This is an optimization exercise on Yosys and OpenROAD, whose aim is small area, a short achievable clock period and few clock cycles per item, not a production implementation. Only simulation tests tie the RTL to the original design; equivalence was not proved. Power is estimated from default activity; no workload was simulated.

## job 101
// selective_repeat_receiver_core
module selective_repeat_receiver_core #(
  parameter int WINDOW_DEPTH = srr_pkg::SRR_WINDOW_DEPTH
) (
  input  logic                      clk,
  input  logic                      rst_n,
  input  logic                      in_valid,
  output logic                      in_ready,
  input  logic [15:0]               in_seq_num,
  input  logic                      in_last_flag,
  input  logic [10:0]               in_payload_length,
  input  logic [31:0]               in_payload_ref,
  output logic                      out_valid,
  input  logic                      out_ready,
  output logic [1:0]                out_kind,
  output logic [15:0]               out_ack_num,
  output logic                      out_last,
  output logic [10:0]               out_length,
  output logic [31:0]               out_ref,
  output logic                      out_end_of_run,
  output logic                      out_transfer_done
);
  logic [15:0] exp_r;
  logic [11:0] ehp1_r, ehm1_r;    
  logic [15:0] eoh_r;             
  logic        done_r;
  logic [15:0] held_r;
  logic        ov_r;
  logic [1:0]  kind_r;
  logic [15:0] num_r;
  logic        olast_r;
  logic [42:0] odata_r;
  logic        oend_r;
  logic        odone_r;       
  logic        rdy_idle_r;    
  logic        rdy_end_r;     
  logic        adv, dlv, take;
  logic [15:0] sdec, wen;
  logic [15:0] eoh1, rsel;
  logic [43:0] rd_data;
  logic        rd_last, held_nx;
  logic        win, beh, head, free, st, go;
  logic [15:0] exp_m1;
  logic [10:0] len_c;
  assign adv      = out_ready || rdy_idle_r;
  assign dlv      = adv && !rdy_end_r;
  assign in_ready = rdy_idle_r || (out_ready && rdy_end_r);
  assign take     = in_valid && in_ready;
  assign eoh1 = {eoh_r[14:0], eoh_r[15]};
  assign rsel = rdy_end_r ? 16'd0 : eoh_r;
  always_comb begin
  ...
Size: roughly 1900 cells after synthesis, roughly 840 flip-flops, about 130 I/O pins, about 32000 um2 of cells after synthesis.
Settings: LEC_CHECK=0, CAP_MARGIN=20, CORE_MARGIN=2, CORE_UTILIZATION=40, SETUP_SLACK_MARGIN=2.5, SLEW_MARGIN=20; clock period 5.0 ns.
run.sh (not shown) runs the stock make flow with config.mk's settings and CLKGATE_MAP_FILE= SYNTH_SCRIPT=/design/flow/synth_recipe.tcl, a recipe that flattens the netlist after the stock synthesis.
Job 101 finished every step from synthesis to the final layout, and the layout passed the timing, DRC and antenna checks.
Testbench counts of job 101, summed over its fixed seeds: cycles 21,937, items 12,000.
### job 101 -> job 102
==> flow/flow/run.sh (new file) <==
#!/bin/bash
# Layout flow: the standard ORFS flow (standard.sh) with two changes after
# synthesis, passed to ORFS as its own variables:
#  - buffer_ports puts a buf_2 on each port instead of the delay cell it picks
#    by default
#  - clock tree synthesis adds no dummy loads and clusters up to 22 sinks
#    within 90 um per leaf buffer, for a smaller clock tree
# 1. the standard synthesis, unchanged
# 2. floorplan to finish
set -euo pipefail
bash standard.sh synth > flow_synth.log 2>&1
export BUFFER_PORTS_ARGS="-buffer_cell sky130_fd_sc_hd__buf_2"
export CTS_ARGS="-sink_clustering_enable -repair_clock_nets -dont_use_dummy_load -sink_clustering_size 22 -sink_clustering_max_diameter 90"
bash standard.sh > flow_layout.log 2>&1
==> flow/standard.sh (new file) <==
#!/bin/bash
# synth_recipe.tcl (not shown) runs the flow's synth.tcl, then flattens the netlist and writes it again
# the make line also repeats each setting of config.mk as NAME=value (left out here)
make -C /OpenROAD-flow-scripts/flow DESIGN_CONFIG=/design/flow/config.mk WORK_HOME=/design/flow/orfs CLKGATE_MAP_FILE= SYNTH_SCRIPT=/design/flow/synth_recipe.tcl "${@:-finish}"
removed: flow/run.sh
### Flow results
Taking job 101 as the reference, in job 102 synthesized area flat, share of post-route cells with drive strength above 1 up 0.32 points, non-clock buffer count down 23, clock network fraction of design power down 12 points, clock-buffer cell count down 69.
Setup changes, job 102 to job 103
==> flow/flow/run.sh <==
#!/bin/bash
# Layout flow: the standard ORFS flow (standard.sh) with two changes after
# synthesis, passed to ORFS as its own variables:
#  - buffer_ports puts a buf_2 on each port instead of the delay cell it picks
#    by default
#  - clock tree synthesis adds no dummy loads
# 1. the standard synthesis, unchanged
# 2. floorplan to finish
set -euo pipefail
bash standard.sh synth > flow_synth.log 2>&1
export BUFFER_PORTS_ARGS="-buffer_cell sky130_fd_sc_hd__buf_2"
export CTS_ARGS="-sink_clustering_enable -repair_clock_nets -dont_use_dummy_load"
bash standard.sh > flow_layout.log 2>&1
==> comparison <==
- As far as die boundary height goes, job 103 and job 102 are indistinguishable; the numbers are identical.
- Critical path's largest stage delay for job 103 is lower than for job 102.
- Area growth from synthesis to layout: job 103 vs job 102 up 3.4 points
#### Input delta (job 104 over job 103)
Settings: changing SETUP_SLACK_MARGIN from 2.5 to 2.65.
==> flow/flow/run.sh <==
#!/bin/bash
# Layout flow: the standard ORFS flow (standard.sh) with two changes after
# synthesis, passed to ORFS as its own variables:
#  - buffer_ports puts a buf_2 on each port instead of the delay cell it picks
#    by default
#  - clock tree synthesis adds no dummy loads and clusters up to 22 sinks
#    within 90 um per leaf buffer, for a smaller clock tree
# 1. the standard synthesis, unchanged
# 2. floorplan to finish
set -euo pipefail
bash standard.sh synth > flow_synth.log 2>&1
export BUFFER_PORTS_ARGS="-buffer_cell sky130_fd_sc_hd__buf_2"
export CTS_ARGS="-sink_clustering_enable -repair_clock_nets -dont_use_dummy_load -sink_clustering_size 22 -sink_clustering_max_diameter 90"
bash standard.sh > flow_layout.log 2>&1
Findings:
The run showing the greater leakage power is job 103.
[compare] base=job 103 new=job 104: wire length ~0 delta; portion of the clock cycle consumed by the worst path in the final layout -0.90 points; met1 layer wirelength in the final routing ~0 delta.
For job 103 and job 104, there was not a single run that failed to finish clean.
Highest ir drop seen on vdd, job 104 vs job 103: down by more than 10%
What job 103 reported for TritonCTS buffer count has to be multiplied by 0.53 to get the figure for job 104.
Compared to job 103, job 104 has total power 1.7 mW lower.

---

Another version of the RTL of selective_repeat_receiver_core (not shown whole).
Size: roughly 1800 cells after synthesis, roughly 0.030 mm2 of cells after synthesis.
Settings: LEC_CHECK=0, ABC_CLOCK_PERIOD_IN_PS=2000, CAP_MARGIN=20, CORE_MARGIN=2, CORE_UTILIZATION=40, SETUP_SLACK_MARGIN=2.5, SLEW_MARGIN=20; clock period 5.0 ns.
Stock flow here: none of the scripts above is used.
The starting point finished clean.
Testbench counts at the start, summed over its fixed seeds: cycles 21,937, items 12,000.
Change:
ABC_CLOCK_PERIOD_IN_PS = default   (was 2000)
SETUP_SLACK_MARGIN = default   (was 2.5)
The changed run went through all stages and came out clean.
Worst setup slack gets worse by 0.59 ns.
Clock skew is higher by 0.017 ns.
Total power falls by 2.2%.
Core utilization went down by 8.1 points.
Wire length drops by 23%.
Area after synthesis does not change.
Clock-buffer cell count goes up by 3.
Combinational power goes down by 25%.

---

selective_repeat_receiver_core, a different RTL version from the one above (not shown whole).
Size in the first run: roughly 1900 cells after synthesis, ~850 flip-flops, roughly 130 I/O pins, ~0.032 mm2 of cells after synthesis.
export LEC_CHECK = 0
export CAP_MARGIN = 20
export CORE_MARGIN = 2
export CORE_UTILIZATION = 40
export SETUP_SLACK_MARGIN = 2.65
export SLEW_MARGIN = 20
create_clock -name core_clock -period 5.0 [get_ports {clk}]
standard.sh (not shown) runs the stock make flow with config.mk's settings and CLKGATE_MAP_FILE= SYNTH_SCRIPT=/design/flow/synth_recipe.tcl, a recipe that flattens the netlist after the stock synthesis.
==> flow/flow/run.sh <==
#!/bin/bash
# Layout flow: the standard ORFS flow (standard.sh) with two changes after
# synthesis, passed to ORFS as its own variables:
#  - buffer_ports puts a buf_2 on each port instead of the delay cell it picks
#    by default
#  - clock tree synthesis adds no dummy loads and clusters up to 25 sinks
#    within 100 um per leaf buffer, for a smaller clock tree
# 1. the standard synthesis, unchanged
# 2. floorplan to finish
set -euo pipefail
bash standard.sh synth > flow_synth.log 2>&1
export BUFFER_PORTS_ARGS="-buffer_cell sky130_fd_sc_hd__buf_2"
export CTS_ARGS="-sink_clustering_enable -repair_clock_nets -dont_use_dummy_load -sink_clustering_size 25 -sink_clustering_max_diameter 100"
bash standard.sh > flow_layout.log 2>&1
Testbench counts at the start, summed over its fixed seeds: cycles 21,937, items 12,000.
==> next run, changes <==
--- a/flow/flow/run.sh
+++ b/flow/flow/run.sh
@@ -6,2 +6,2 @@
-#  - clock tree synthesis adds no dummy loads and clusters up to 25 sinks
-#    within 100 um per leaf buffer, for a smaller clock tree
+#  - clock tree synthesis adds no dummy loads and clusters up to 22 sinks
+#    within 90 um per leaf buffer, for a smaller clock tree
@@ -13 +13 @@
-export CTS_ARGS="-sink_clustering_enable -repair_clock_nets -dont_use_dummy_load -sink_clustering_size 25 -sink_clustering_max_diameter 100"
+export CTS_ARGS="-sink_clustering_enable -repair_clock_nets -dont_use_dummy_load -sink_clustering_size 22 -sink_clustering_max_diameter 90"
Worst setup slack is better by 0.0086 ns.
Power rose by 1.6%.
Area after synthesis does not change.
Utilization rose by 0.49 points.

---

The RTL this note starts from:
==> flow/design.v <==
package srr_pkg;
  localparam int SRR_WINDOW_DEPTH = 16;
  localparam int SRR_MAX_PAYLOAD  = 1024;
  localparam int SEQ_W = 16;
  localparam int LEN_W = 11;
  localparam int REF_W = 32;
  typedef enum logic [1:0] {
    KIND_ACK     = 2'd0,
    KIND_DUP     = 2'd1,
    KIND_DELIVER = 2'd2
  } kind_t;
  typedef enum logic [1:0] {
    ALU_SUB = 2'd0,
    ALU_INC = 2'd1,
    ALU_DEC = 2'd2
  } alu_op_t;
  typedef enum logic [2:0] {
    ST_IDLE,
    ST_AHEAD,
    ST_BEHIND,
    ST_CLASS,
    ST_OLD,
    ST_READ,
    ST_DELIVER
  } state_t;
  typedef struct packed {
    logic             last;
    logic [LEN_W-1:0] length;
    logic [REF_W-1:0] pref;
  } slot_entry_t;
endpackage
module srr_alu (
  input  logic [15:0] seq,
  input  logic [15:0] exp_n,
  input  logic [11:0] e_hi_p1,    
  input  logic [11:0] e_hi_m1,    
  output logic        win,
  output logic        beh,
  output logic        head
);
  logic        brw;
  logic        eq0, eqp, eqm;
  assign brw     = seq[3:0] < exp_n[3:0];
  assign eq0     = (seq[15:4] == exp_n[15:4]);
  assign eqp     = (seq[15:4] == e_hi_p1);
  assign eqm     = (seq[15:4] == e_hi_m1);
  assign win     = brw ? eqp : eq0;
  assign beh     = brw ? eq0 : eqm;
  assign head    = eq0 && (seq[3:0] == exp_n[3:0]);
endmodule
module srr_slot_store (
  input  logic        clk,
  input  logic [15:0] wr_en,
  input  logic [43:0] wr_data,
  input  logic [15:0] rd_sel,
  output logic [43:0] rd_data
);
  logic [43:0] mem [16];
  always_ff @(posedge clk) begin
    for (int k = 0; k < 16; k++) begin
      if (wr_en[k]) mem[k] <= wr_data;
    end
  end
  always_comb begin
    rd_data = '0;
    for (int k = 0; k < 16; k++) begin
      rd_data = rd_data | (mem[k] & {44{rd_sel[k]}});
    end
  end
endmodule
module selective_repeat_receiver_core #(
  parameter int WINDOW_DEPTH = srr_pkg::SRR_WINDOW_DEPTH
) (
  input  logic                      clk,
  input  logic                      rst_n,
  input  logic                      in_valid,
  output logic                      in_ready,
  input  logic [15:0]               in_seq_num,
  input  logic                      in_last_flag,
  input  logic [10:0]               in_payload_length,
  input  logic [31:0]               in_payload_ref,
  output logic                      out_valid,
  input  logic                      out_ready,
  output logic [1:0]                out_kind,
  output logic [15:0]               out_ack_num,
  output logic                      out_last,
  output logic [10:0]               out_length,
  output logic [31:0]               out_ref,
  output logic                      out_end_of_run,
  output logic                      out_transfer_done
);
  logic [15:0] exp_r;
  logic [11:0] ehp1_r, ehm1_r;    
  logic [15:0] eoh_r;             
  logic [15:0] em1_r;             
  logic        done_r;
  logic [15:0] held_r;
  logic        ov_r;
  logic [1:0]  kind_r;
  logic [15:0] num_r;
  logic        olast_r;
  logic [42:0] odata_r;
  logic        oend_r;
  logic        odone_r;       
  logic        rdy_idle_r;    
  logic        rdy_end_r;     
  logic        cont_r;        
  logic        adv, dlv, take;
  logic [15:0] sdec, wen;
  logic [15:0] eoh1, rsel;
  logic [43:0] rd_data;
  logic        rd_last, held_nx;
  logic        win, beh, head, free, st, go;
  logic        win_nd;
  logic [15:0] exp_m1;
  logic [10:0] len_c;
  assign in_ready = rdy_idle_r || (out_ready && rdy_end_r);
  assign adv      = out_ready || !ov_r;
  assign dlv      = adv && cont_r;
  assign take     = in_valid && adv && !cont_r;
  assign eoh1 = {eoh_r[14:0], eoh_r[15]};
  assign rsel = cont_r ? eoh_r : 16'd0;
  always_comb begin
    for (int k = 0; k < 16; k++) sdec[k] = (in_seq_num[3:0] == k[3:0]);
  end
  assign wen = {16{take}} & sdec & ~held_r;
  srr_slot_store u_store (
    .clk     (clk),
    .wr_en   (wen),
    .wr_data ({in_last_flag, len_c, in_payload_ref}),
    .rd_sel  (rsel),
    .rd_data (rd_data)
  );
  assign rd_last = rd_data[43];
  assign held_nx = (held_r & eoh1) != 16'd0;
  srr_alu u_cls (
    .seq   (in_seq_num),
    .exp_n   (exp_r),
    .e_hi_p1 (ehp1_r),
    .e_hi_m1 (ehm1_r),
    .win   (win),
    .beh   (beh),
    .head  (head)
  );
  assign free   = !held_r[in_seq_num[3:0]];
  assign st     = !done_r && win && free;
  assign go     = !done_r && head;
  assign exp_m1 = em1_r;
  assign win_nd = !done_r && win;
  assign len_c  = (in_payload_length[10] && (in_payload_length[9:0] != 10'd0))
                  ? 11'd1024 : in_payload_length;
  always_ff @(posedge clk) begin
    if (!rst_n) begin
      ov_r   <= 1'b0;
      rdy_idle_r <= 1'b1;
      rdy_end_r  <= 1'b1;
      cont_r     <= 1'b0;
      odone_r    <= 1'b0;
      exp_r  <= '0;
      ehp1_r <= 12'h001;
      ehm1_r <= 12'hfff;
      eoh_r  <= 16'h0001;
      em1_r  <= '0;
      done_r <= 1'b0;
      held_r <= '0;
    end else begin
      if (dlv) begin
        ov_r   <= 1'b1;
        rdy_idle_r <= 1'b0;
        rdy_end_r  <= rd_last || !held_nx;
        cont_r     <= !rd_last && held_nx;
        odone_r    <= odone_r || rd_last;
        exp_r  <= exp_r + 16'd1;
        em1_r  <= (exp_r == 16'hffff) ? 16'd0 : exp_r;
        eoh_r  <= eoh1;
        if (exp_r[3:0] == 4'hf) begin
          ehp1_r <= ehp1_r + 12'd1;
          ehm1_r <= exp_r[15:4];
        end
        done_r <= done_r || rd_last;
        held_r <= held_r & ~eoh_r;
      end else if (take) begin
        ov_r <= 1'b1;
        rdy_idle_r <= 1'b0;
        rdy_end_r  <= !go;
        cont_r     <= go;
        held_r <= held_r | ({16{win_nd}} & sdec);
      end else if (adv) begin
        ov_r <= 1'b0;
        rdy_idle_r <= 1'b1;
        rdy_end_r  <= 1'b1;
        cont_r     <= 1'b0;
      end
    end
  end
  always_ff @(posedge clk) begin
    if (dlv) begin
      kind_r  <= srr_pkg::KIND_DELIVER;
      num_r   <= exp_r;
      olast_r <= rd_last;
      oend_r  <= rd_last || !held_nx;
    end else if (take) begin
      kind_r  <= st ? srr_pkg::KIND_ACK : srr_pkg::KIND_DUP;
      num_r   <= (done_r || win || beh) ? in_seq_num : exp_m1;
      olast_r <= in_last_flag;
      oend_r  <= !go;
    end
    if (adv) odata_r <= rd_data[42:0];
  end
  assign out_valid         = ov_r;
  assign out_kind          = kind_r;
  assign out_ack_num       = num_r;
  assign out_last          = olast_r;
  assign out_length        = odata_r[42:32];
  assign out_ref           = odata_r[31:0];
  assign out_end_of_run    = oend_r;
  assign out_transfer_done = odone_r;
endmodule
Settings: LEC_CHECK=0, CAP_MARGIN=20, CORE_MARGIN=2, CORE_UTILIZATION=40, SETUP_SLACK_MARGIN=2.65, SLEW_MARGIN=20; clock period 5.0 ns.
==> flow/flow/run.sh <==
#!/bin/bash
# Layout flow: the standard ORFS flow (standard.sh) with two changes after
# synthesis, passed to ORFS as its own variables:
#  - buffer_ports puts a buf_2 on each port instead of the delay cell it picks
#    by default
#  - clock tree synthesis adds no dummy loads and clusters up to 25 sinks
#    within 100 um per leaf buffer, for a smaller clock tree
# 1. the standard synthesis, unchanged
# 2. floorplan to finish
set -euo pipefail
bash standard.sh synth > flow_synth.log 2>&1
export BUFFER_PORTS_ARGS="-buffer_cell sky130_fd_sc_hd__buf_2"
export CTS_ARGS="-sink_clustering_enable -repair_clock_nets -dont_use_dummy_load -sink_clustering_size 25 -sink_clustering_max_diameter 100"
bash standard.sh > flow_layout.log 2>&1
Testbench counts at the start, summed over its fixed seeds: cycles 21,937, items 12,000.
Then changed:
==> flow/flow/run.sh (replaced) <==
#!/bin/bash
# Layout flow: the standard ORFS flow (standard.sh) with two changes after
# synthesis, passed to ORFS as its own variables:
#  - buffer_ports puts a buf_2 on each port instead of the delay cell it picks
#    by default
#  - clock tree synthesis adds no dummy loads and clusters up to 22 sinks
#    within 90 um per leaf buffer, for a smaller clock tree
# 1. the standard synthesis, unchanged
# 2. floorplan to finish
set -euo pipefail
bash standard.sh synth > flow_synth.log 2>&1
export BUFFER_PORTS_ARGS="-buffer_cell sky130_fd_sc_hd__buf_2"
export CTS_ARGS="-sink_clustering_enable -repair_clock_nets -dont_use_dummy_load -sink_clustering_size 22 -sink_clustering_max_diameter 90"
bash standard.sh > flow_layout.log 2>&1
After rerunning: Design area rises by 0.47%. Clock power grows by 6.2%. Global-route usage increases by 0.20 points. Setup slack is better by 3.5 ps. Die area is unchanged. Total power grows by 1.9%.

[separate check: timing with driven ports]
In the flow no input, the clock included, has a driving cell. The finished layouts below were timed again as built, in two steps. Step 1, drivers: a clkbuf_16 drives clk and a buf_2 each remaining input, both assumed. Step 2 adds t to the input delays and takes it off the output delays; t is the mean of the earliest and latest rising clock arrival at the registers after step 1. Input paths then give back, and output paths get back, about the clock's delay inside the block. Three values: ideal ports, drivers, drivers and shift; two values: the first two.
run | t (ns) | setup slack, ns | worst setup path at the end | pins driven straight from the clock port
job 101 | 0.701 | 2.280 / 2.321 / 1.621 | input to register | 1
job 102 | 0.659 | 2.556 / 2.533 / 1.885 | input to register | 1
job 103 | 0.682 | 2.535 / 2.522 / 1.840 | input to register | 1
job 104 | 0.657 | 2.579 / 2.538 / 1.920 | input to register | 1
the first run of note 2 | 0.708 | 0.888 / 0.888 / 0.221 | input to register | 1
the second run of note 2 | 0.692 | 0.297 / 0.334 / -0.357 | input to register | 1
the first run of note 3 | 0.644 | 2.628 / 2.593 / 2.004 | input to register | 1
the second run of note 3 | 0.650 | 2.637 / 2.593 / 1.960 | input to register | 1
the first run of note 4 | 0.631 | 2.622 / 2.590 / 2.101 | input to register | 1
the second run of note 4 | 0.651 | 2.625 / 2.593 / 2.070 | input to register | 1
With both steps, setup timing fails in the second run of note 2, where it was met with ideal ports. For job 103, which loses most, drivers alone change the setup slack by -0.013 ns; drivers and shift together by -0.695 ns.
